What follows belongs to an exercise in optimizing a design on an open flow for small area; a production flow would make more cautious choices.

==> run a <==
==> flow/design.v <==
module apbSubsystem (
    input  logic        HCLK,
    input  logic        HRESETn,
    input  logic [31:0] hAddr_i,
    input  logic [1:0]  hTrans_i,
    input  logic        hWrite_i,
    input  logic [31:0] hWData_i,
    input  logic        hSel_i,
    input  logic        hReady_i,
    output logic [31:0] hRData_o,
    output logic        hReadyOut_o,
    output logic        pwm_o,
    output logic        timerIrq_o
);
    logic setupQ;
    logic accessQ;
    logic start;
    assign hReadyOut_o = ~(setupQ | accessQ);
    assign start       = hSel_i & hReady_i & hTrans_i[1] & hReadyOut_o;
    always_ff @(posedge HCLK or negedge HRESETn) begin
        if (!HRESETn) begin
            setupQ  <= 1'b0;
            accessQ <= 1'b0;
        end else begin
            setupQ  <= start;
            accessQ <= setupQ;
        end
    end
    logic       slotHit;
    logic       pwmQ;
    logic [2:0] offQ;
    logic       writeQ;
    assign slotHit = (hAddr_i[23:21] == 3'd0);
    always_ff @(posedge HCLK) begin
        if (hReadyOut_o) begin
            pwmQ   <= slotHit & hAddr_i[20];
            offQ   <= hAddr_i[4:2] | {3{~slotHit}};
            writeQ <= hWrite_i;
        end
    end
    logic selTTmr, selTPre, selTCmp, selTSts, selTCtl;
    logic selPPre, selPPer, selPDuty, selPCtl;
    logic wr;
    assign selTTmr  = ~pwmQ & (offQ == 3'd0);
    assign selTPre  = ~pwmQ & (offQ == 3'd1);
    assign selTCmp  = ~pwmQ & (offQ == 3'd2);
    assign selTSts  = ~pwmQ & (offQ == 3'd3);
    assign selTCtl  = ~pwmQ & (offQ == 3'd4);
    assign selPPre  =  pwmQ & (offQ == 3'd0);
    assign selPPer  =  pwmQ & (offQ == 3'd1);
    assign selPDuty =  pwmQ & (offQ == 3'd2);
    assign selPCtl  =  pwmQ & (offQ == 3'd3);
    assign wr       = accessQ & writeQ;
    logic [31:0] tPreD, tCmpD, pPreD, pPerD, pDutyD;
    logic        tPreV, tCmpV, pPreV, pPerV, pDutyV;
    logic        tEn, pEn;
    always_ff @(posedge HCLK) begin
        if (wr && selTPre)  tPreD  <= hWData_i;
        if (wr && selTCmp)  tCmpD  <= hWData_i;
        if (wr && selPPre)  pPreD  <= hWData_i;
        if (wr && selPPer)  pPerD  <= hWData_i;
        if (wr && selPDuty) pDutyD <= hWData_i;
    end
    always_ff @(posedge HCLK or negedge HRESETn) begin
        if (!HRESETn) begin
            tPreV  <= 1'b0;
            tCmpV  <= 1'b0;
            pPreV  <= 1'b0;
            pPerV  <= 1'b0;
            pDutyV <= 1'b0;
            tEn    <= 1'b0;
            pEn    <= 1'b0;
        end else if (wr) begin
            if (selTPre)  tPreV  <= 1'b1;
            if (selTCmp)  tCmpV  <= 1'b1;
            if (selPPre)  pPreV  <= 1'b1;
            if (selPPer)  pPerV  <= 1'b1;
            if (selPDuty) pDutyV <= 1'b1;
            if (selTCtl)  tEn    <= hWData_i[0];
            if (selPCtl)  pEn    <= hWData_i[0];
        end
    end
    logic [31:0] tPreCnt;
    logic [31:0] tTmrL;
    logic [31:0] tTmr;
    logic        tKeep;
    logic        tInc;
    logic        tOv;
    logic        tOvL;
    logic        tTick;
    logic        tWrap;
    logic [32:0] tPc;
    logic [32:0] tTc;
    logic        tGe;
    always_comb begin
        tPc[0] = 1'b1;
        tTc[0] = tInc;
        for (int i = 0; i < 32; i++) begin
            tPc[i+1] = tPc[i] & tPreCnt[i];
            tTc[i+1] = tTc[i] & tTmrL[i];
        end
        tTmr = (tTmrL ^ tTc[31:0]) & {32{tKeep}};
        tGe  = 1'b1;
        for (int i = 0; i < 32; i++) begin
            tGe = (tTmr[i] & ~tCmpD[i]) | ((tTmr[i] | ~tCmpD[i]) & tGe);
        end
    end
    assign tTick = tEn & (~tPreV | (tPreCnt == tPreD));
    assign tWrap = tTick & (~tCmpV | tGe);
    always_ff @(posedge HCLK) begin
        tPreCnt <= (tPreCnt ^ tPc[31:0]) & {32{tEn & ~tTick}};
        tTmrL   <= tTmr;
        tInc    <= tTick;
        tOvL    <= tOv;
    end
    always_ff @(posedge HCLK or negedge HRESETn) begin
        if (!HRESETn) begin
            tKeep <= 1'b0;
        end else begin
            tKeep <= tEn & ~tWrap;
        end
    end
    always_ff @(posedge HCLK or negedge HRESETn) begin
        if (!HRESETn) begin
            tOv <= 1'b0;
        end else if (tWrap) begin
            tOv <= 1'b1;
        end else if (wr && selTSts && hWData_i[0]) begin
            tOv <= 1'b0;
        end
    end
    assign timerIrq_o = tOv;
    logic [31:0] pPreCnt;
    logic [31:0] pCnt;
    logic        pTick;
    logic [32:0] pPc;
    logic [32:0] pCc;
    logic        pGe;    
    logic        pGeD;   
    always_comb begin
        pGe  = 1'b1;
        pGeD = 1'b1;
        for (int i = 0; i < 32; i++) begin
            pGe  = (pCnt[i] & ~pPerD[i])  | ((pCnt[i] | ~pPerD[i])  & pGe);
            pGeD = (pCnt[i] & ~pDutyD[i]) | ((pCnt[i] | ~pDutyD[i]) & pGeD);
        end
    end
    assign pTick = pEn & (~pPreV | (pPreCnt == pPreD));
    always_comb begin
        pPc[0] = 1'b1;
        pCc[0] = pTick;
        for (int i = 0; i < 32; i++) begin
            pPc[i+1] = pPc[i] & pPreCnt[i];
            pCc[i+1] = pCc[i] & pCnt[i];
        end
    end
    always_ff @(posedge HCLK) begin
        pPreCnt <= (pPreCnt ^ pPc[31:0]) & {32{pEn & ~pTick}};
        pCnt    <= (pCnt ^ pCc[31:0]) & {32{pEn & ~(pTick & (~pPerV | pGe))}};
    end
    always_ff @(posedge HCLK or negedge HRESETn) begin
        if (!HRESETn) begin
            pwm_o <= 1'b0;
        end else begin
            pwm_o <= pEn & pDutyV & ~pGeD;
        end
    end
    always_comb begin
        hRData_o = ({32{selTTmr}}           & tTmrL)
                 | ({32{selTPre  & tPreV}}  & tPreD)
                 | ({32{selTCmp  & tCmpV}}  & tCmpD)
                 | ({32{selPPre  & pPreV}}  & pPreD)
                 | ({32{selPPer  & pPerV}}  & pPerD)
                 | ({32{selPDuty & pDutyV}} & pDutyD);
        hRData_o[0] = hRData_o[0] | (selTSts & tOvL) | (selTCtl & tEn) | (selPCtl & pEn);
    end
endmodule
==> flow/run.sh <==
#!/bin/bash
# synth_recipe.tcl (not shown) runs the flow's synth.tcl, then flattens the netlist and writes it again
# the make line also repeats each setting of config.mk as NAME=value (left out here)
make -C /OpenROAD-flow-scripts/flow DESIGN_CONFIG=/design/flow/config.mk WORK_HOME=/design/flow/orfs CLKGATE_MAP_FILE= SYNTH_SCRIPT=/design/flow/synth_recipe.tcl finish
==> flow/config.mk <==
export PLATFORM = sky130hd
export DESIGN_NAME = apbSubsystem
export DESIGN_NICKNAME = apbSubsystem
export VERILOG_FILES = /design/flow/design.v
export SDC_FILE = /design/flow/constraint.sdc
export NUM_CORES = 4
export LEC_CHECK = 0
export CAP_MARGIN = 20
export CORE_MARGIN = 2
export CORE_UTILIZATION = 35
export CTS_BUF_LIST = sky130_fd_sc_hd__clkbuf_4
export CTS_CLUSTER_SIZE = 20
export SLEW_MARGIN = 20
==> flow/constraint.sdc <==
create_clock -name core_clock -period 6.0 [get_ports {HCLK}]
set_input_delay 1.2000 -clock core_clock [delete_from_list [all_inputs] [get_ports {HCLK}]]
set_output_delay 1.2000 -clock core_clock [all_outputs]
set_load 0.01 [all_outputs]
==> run b: changes against run a <==
--- a/flow/config.mk
+++ b/flow/config.mk
@@ -9,5 +9,5 @@
 export CORE_MARGIN = 2
 export CORE_UTILIZATION = 35
-export CTS_BUF_LIST = sky130_fd_sc_hd__clkbuf_4
-export CTS_CLUSTER_SIZE = 20
+export CTS_BUF_LIST = sky130_fd_sc_hd__clkbuf_8
+export CTS_CLUSTER_SIZE = 30
 export SLEW_MARGIN = 20
==> run summary <==
- Against run a, the first-iteration DRC count of run b is smaller by about 4%.
- Run a finished but fails on setup timing. Run b finished but fails on setup timing.
- Maximum frequency is about the same in run b and run a.
- Of run a and run b, run a has the higher via count (gap 1.8%, measured against run b).
- Synthesized cell count is the same in run b and run a.
- In critical path depth, run a and run b do not differ.
- Of run b and run a, run a has the higher cell count (gap about 3%, measured against run a).
- In register-to-register slack, run b and run a hardly differ.
No functional check of the RTL was part of any run of this note.

port drivers added, routing unchanged:
In the flow no input, the clock included, has a driving cell. The finished layouts below were timed again as built, in two steps. Step 1: set_driving_cell puts a clkbuf_16 on HCLK and a buf_2 on each other input, an assumption about the parent block. Step 2, shift: input delay + t, output delay - t, t = (earliest + latest rising clock arrival at the registers) / 2. This alone moves slack from input paths to output paths. Slacks: ideal ports / drivers / drivers and shift; pairs: ideal ports / drivers.
run	t (ns)	setup slack, ns	clock arrival spread, ns	cell pins on the clock port's net
run a	0.730	-0.431 / -0.431 / -0.431	0.041 / 0.041	1
run b	0.630	-0.443 / -0.443 / -0.443	0.026 / 0.026	1
